What follows belongs to an exercise in optimizing a design on an open flow for small area; a production flow would make more cautious choices.
At most, simulation tests tie the RTL to the original design; equivalence was not proved.
Power figures rest on the tool's default switching activity, not on a simulated workload. The flow treats the clock pin as an ideal source, which a real chip does not have.

==> flow/design.v (excerpt) <==
module sccb_responder #(
    parameter logic [6:0] DEV_ID = sccb_pkg::DEV_ID_DEFAULT
) (
    input  logic       sccb_clk,
    input  logic       sccb_reset,
    input  logic       sio_c_in,
    input  logic       sio_d_in,
    output logic       sio_d_oe,
    output logic       sio_d_out,
    output logic       wr_strobe,
    output logic [7:0] wr_addr,
    output logic [7:0] wr_data,
    output logic       busy
);
==> flow/config.mk <==
export PLATFORM = sky130hd
export DESIGN_NAME = sccb_responder
export DESIGN_NICKNAME = sccb_responder
export VERILOG_FILES = /design/flow/design.v
export SDC_FILE = /design/flow/constraint.sdc
export NUM_CORES = 4
export LEC_CHECK = 0
export CAP_MARGIN = 20
export CORE_MARGIN = 2
export CORE_UTILIZATION = 40
export SLEW_MARGIN = 20
==> flow/constraint.sdc <==
create_clock -name core_clock -period 10.0 [get_ports {sccb_clk}]
set_input_delay 2.0000 -clock core_clock [delete_from_list [all_inputs] [get_ports {sccb_clk}]]
set_output_delay 2.0000 -clock core_clock [all_outputs]
set_load 0.01 [all_outputs]
standard.sh (not shown) runs the stock make flow with config.mk's settings and CLKGATE_MAP_FILE= SYNTH_SCRIPT=/design/flow/synth_recipe.tcl, a recipe that flattens the netlist after the stock synthesis.
==> flow/flow/run.sh <==
#!/bin/bash
# Standard layout, with small port buffers and the clock tree built without
# dummy loads.
set -euo pipefail
export BUFFER_PORTS_ARGS="-buffer_cell sky130_fd_sc_hd__buf_1"
export CTS_ARGS="-sink_clustering_enable -repair_clock_nets -dont_use_dummy_load -sink_clustering_size 36 -sink_clustering_max_diameter 70"
bash standard.sh finish > make_finish.log 2>&1
The first run went through all stages and came out clean.
Next try:
==> flow/flow/run.sh (replaced) <==
#!/bin/bash
# Standard layout, with the clock tree built without dummy loads.
set -euo pipefail
export CTS_ARGS="-sink_clustering_enable -repair_clock_nets -dont_use_dummy_load -sink_clustering_size 36 -sink_clustering_max_diameter 70"
bash standard.sh finish > make_finish.log 2>&1
After rerunning: Clock skew goes up by 0.0079 ns. Final area barely changes. Cell count barely changes.
Next try:
==> flow/flow/run.sh (replaced) <==
#!/bin/bash
# Standard layout, with the clock tree built without dummy loads.
set -euo pipefail
export CTS_ARGS="-sink_clustering_enable -repair_clock_nets -dont_use_dummy_load -sink_clustering_size 40 -sink_clustering_max_diameter 60"
bash standard.sh finish > make_finish.log 2>&1
=>
- maximum frequency went down by 1.1%
- via count goes up by 0.60%
- worst hold slack improved by 0.025 ns
- global-route usage rose by 0.10 points
- power came out higher by 3.7%
- clock-buffer cell count climbs by 23
- clock skew shrinks by 0.021 ns
- setup slack degrades by 0.047 ns
- critical path depth does not change
- routed wire length goes up by 0.68%
- area after synthesis is unchanged
Next try:
==> flow/flow/run.sh (replaced) <==
#!/bin/bash
# Standard layout, with the clock tree built without dummy loads.
set -euo pipefail
export CTS_ARGS="-sink_clustering_enable -repair_clock_nets -dont_use_dummy_load -sink_clustering_size 30 -sink_clustering_max_diameter 50"
bash standard.sh finish > make_finish.log 2>&1
Settings changed: CORE_UTILIZATION 40 to 60, PLACE_DENSITY from default to 0.7.
Effect: Sequential share of layout area went up by 0.48 points. Worst hold slack got worse by 0.013 ns. Flip-flop and latch count is unchanged. Area after synthesis stays the same. Worst setup slack is better by 0.15 ns. Design area drops slightly.

sccb_responder, a different RTL version from the one above (not shown whole).
Size: about 2400 cells after synthesis, roughly 2100 flip-flops, about 24 I/O pins.
export LEC_CHECK = 0
export CAP_MARGIN = 20
export CORE_MARGIN = 2
export CORE_UTILIZATION = 40
export SLEW_MARGIN = 20
create_clock -name core_clock -period 10.0 [get_ports {sccb_clk}]
==> flow/flow/run.sh <==
#!/bin/bash
# Standard layout, with small port buffers and the clock tree built without
# dummy loads.
set -euo pipefail
export BUFFER_PORTS_ARGS="-buffer_cell sky130_fd_sc_hd__buf_1"
export CTS_ARGS="-sink_clustering_enable -repair_clock_nets -dont_use_dummy_load -sink_clustering_size 28 -sink_clustering_max_diameter 55 -buf_list sky130_fd_sc_hd__buf_12"
bash standard.sh finish > make_finish.log 2>&1
Next try:
==> flow/flow/run.sh (replaced) <==
#!/bin/bash
# Standard layout, with small port buffers and the clock tree built without
# dummy loads.
set -euo pipefail
export BUFFER_PORTS_ARGS="-buffer_cell sky130_fd_sc_hd__buf_1"
export CTS_ARGS="-sink_clustering_enable -repair_clock_nets -dont_use_dummy_load -sink_clustering_size 32 -sink_clustering_max_diameter 60"
bash standard.sh finish > make_finish.log 2>&1
=> Via count went down by 0.83%; die area stays the same; routed wire length stays flat; fmax falls by 0.89%; non-clock buffer count is unchanged; sequential power is about the same.
Next try:
==> flow/flow/run.sh (replaced) <==
#!/bin/bash
# Standard layout, with small port buffers and the clock tree built without
# dummy loads.
set -euo pipefail
export BUFFER_PORTS_ARGS="-buffer_cell sky130_fd_sc_hd__buf_1"
export CTS_ARGS="-sink_clustering_enable -repair_clock_nets -dont_use_dummy_load -sink_clustering_size 32 -sink_clustering_max_diameter 60 -buf_list sky130_fd_sc_hd__buf_12"
bash standard.sh finish > make_finish.log 2>&1
After rerunning:
- The new run finished with timing, DRC and antenna clean
- critical path depth is unchanged
- via count drops by about 0.43%
- synthesized area does not change
- maximum frequency is higher by 0.80%
- final area shrinks by about 0.9%
- wire length hardly moves
- clock skew rises by 0.0094 ns
- non-clock buffer count is unchanged
- synthesized cell count does not change
Next try:
==> flow/flow/run.sh (replaced) <==
#!/bin/bash
# Standard layout, with small port buffers and the clock tree built without
# dummy loads.
set -euo pipefail
export BUFFER_PORTS_ARGS="-buffer_cell sky130_fd_sc_hd__buf_1"
export CTS_ARGS="-sink_clustering_enable -repair_clock_nets -dont_use_dummy_load -sink_clustering_size 34 -sink_clustering_max_diameter 65"
bash standard.sh finish > make_finish.log 2>&1
Result: Count of clock-buffer cells in the layout went down by 11; design area rose by 0.39%; wire length stays flat; power drops by about 0.43%; worst setup slack got worse by 0.027 ns; fmax shrinks by 0.72%; critical path depth is unchanged; final cell count hardly moves; global-route usage hardly moves; via count hardly moves.
No run of this note included a check of the RTL's function; only the layout flow was run.

static timing again, ports no longer ideal:
No port has a modelled driver above. Below, the same layouts with a new extraction and two added sets of constraints.
Step 1 sets driving cells, clkbuf_16 on the clock port and buf_2 on the other inputs (assumed; they add their load-dependent delay and slew).
Step 2, shift: input delay + t, output delay - t, t = (earliest + latest rising clock arrival at the registers) / 2. This alone moves slack from input paths to output paths.
a / b / c = no drivers / after step 1 / after step 2; a / b = the first two.
run	shift t [ns]	setup slack, ns	hold slack, ns	clock arrival spread, ns	slew at the worst register clock pin (ns)
the first run of note 1	0.673	6.278 / 6.212 / 6.885	0.242 / 0.242 / 0.242	0.139 / 0.139	0.12 / 0.12
the second run of note 1	0.678	5.865 / 5.803 / 6.481	0.239 / 0.239 / 0.239	0.108 / 0.108	0.12 / 0.12
the third run of note 1	0.711	5.818 / 5.757 / 6.468	0.264 / 0.264 / 0.264	0.098 / 0.098	0.12 / 0.12
the fourth run of note 1	0.702	5.966 / 5.906 / 6.607	0.251 / 0.251 / 0.251	0.100 / 0.101	0.10 / 0.10
the first run of note 2	0.658	6.211 / 6.144 / 6.802	0.236 / 0.235 / 0.235	0.145 / 0.144	0.10 / 0.10
the second run of note 2	0.692	6.177 / 6.112 / 6.803	0.254 / 0.254 / 0.254	0.097 / 0.097	0.11 / 0.11
the third run of note 2	0.648	6.207 / 6.141 / 6.789	0.252 / 0.252 / 0.252	0.111 / 0.110	0.12 / 0.12
the fourth run of note 2	0.686	6.179 / 6.115 / 6.801	0.243 / 0.243 / 0.243	0.084 / 0.084	0.12 / 0.12
After both steps setup and hold are still met in every run listed.
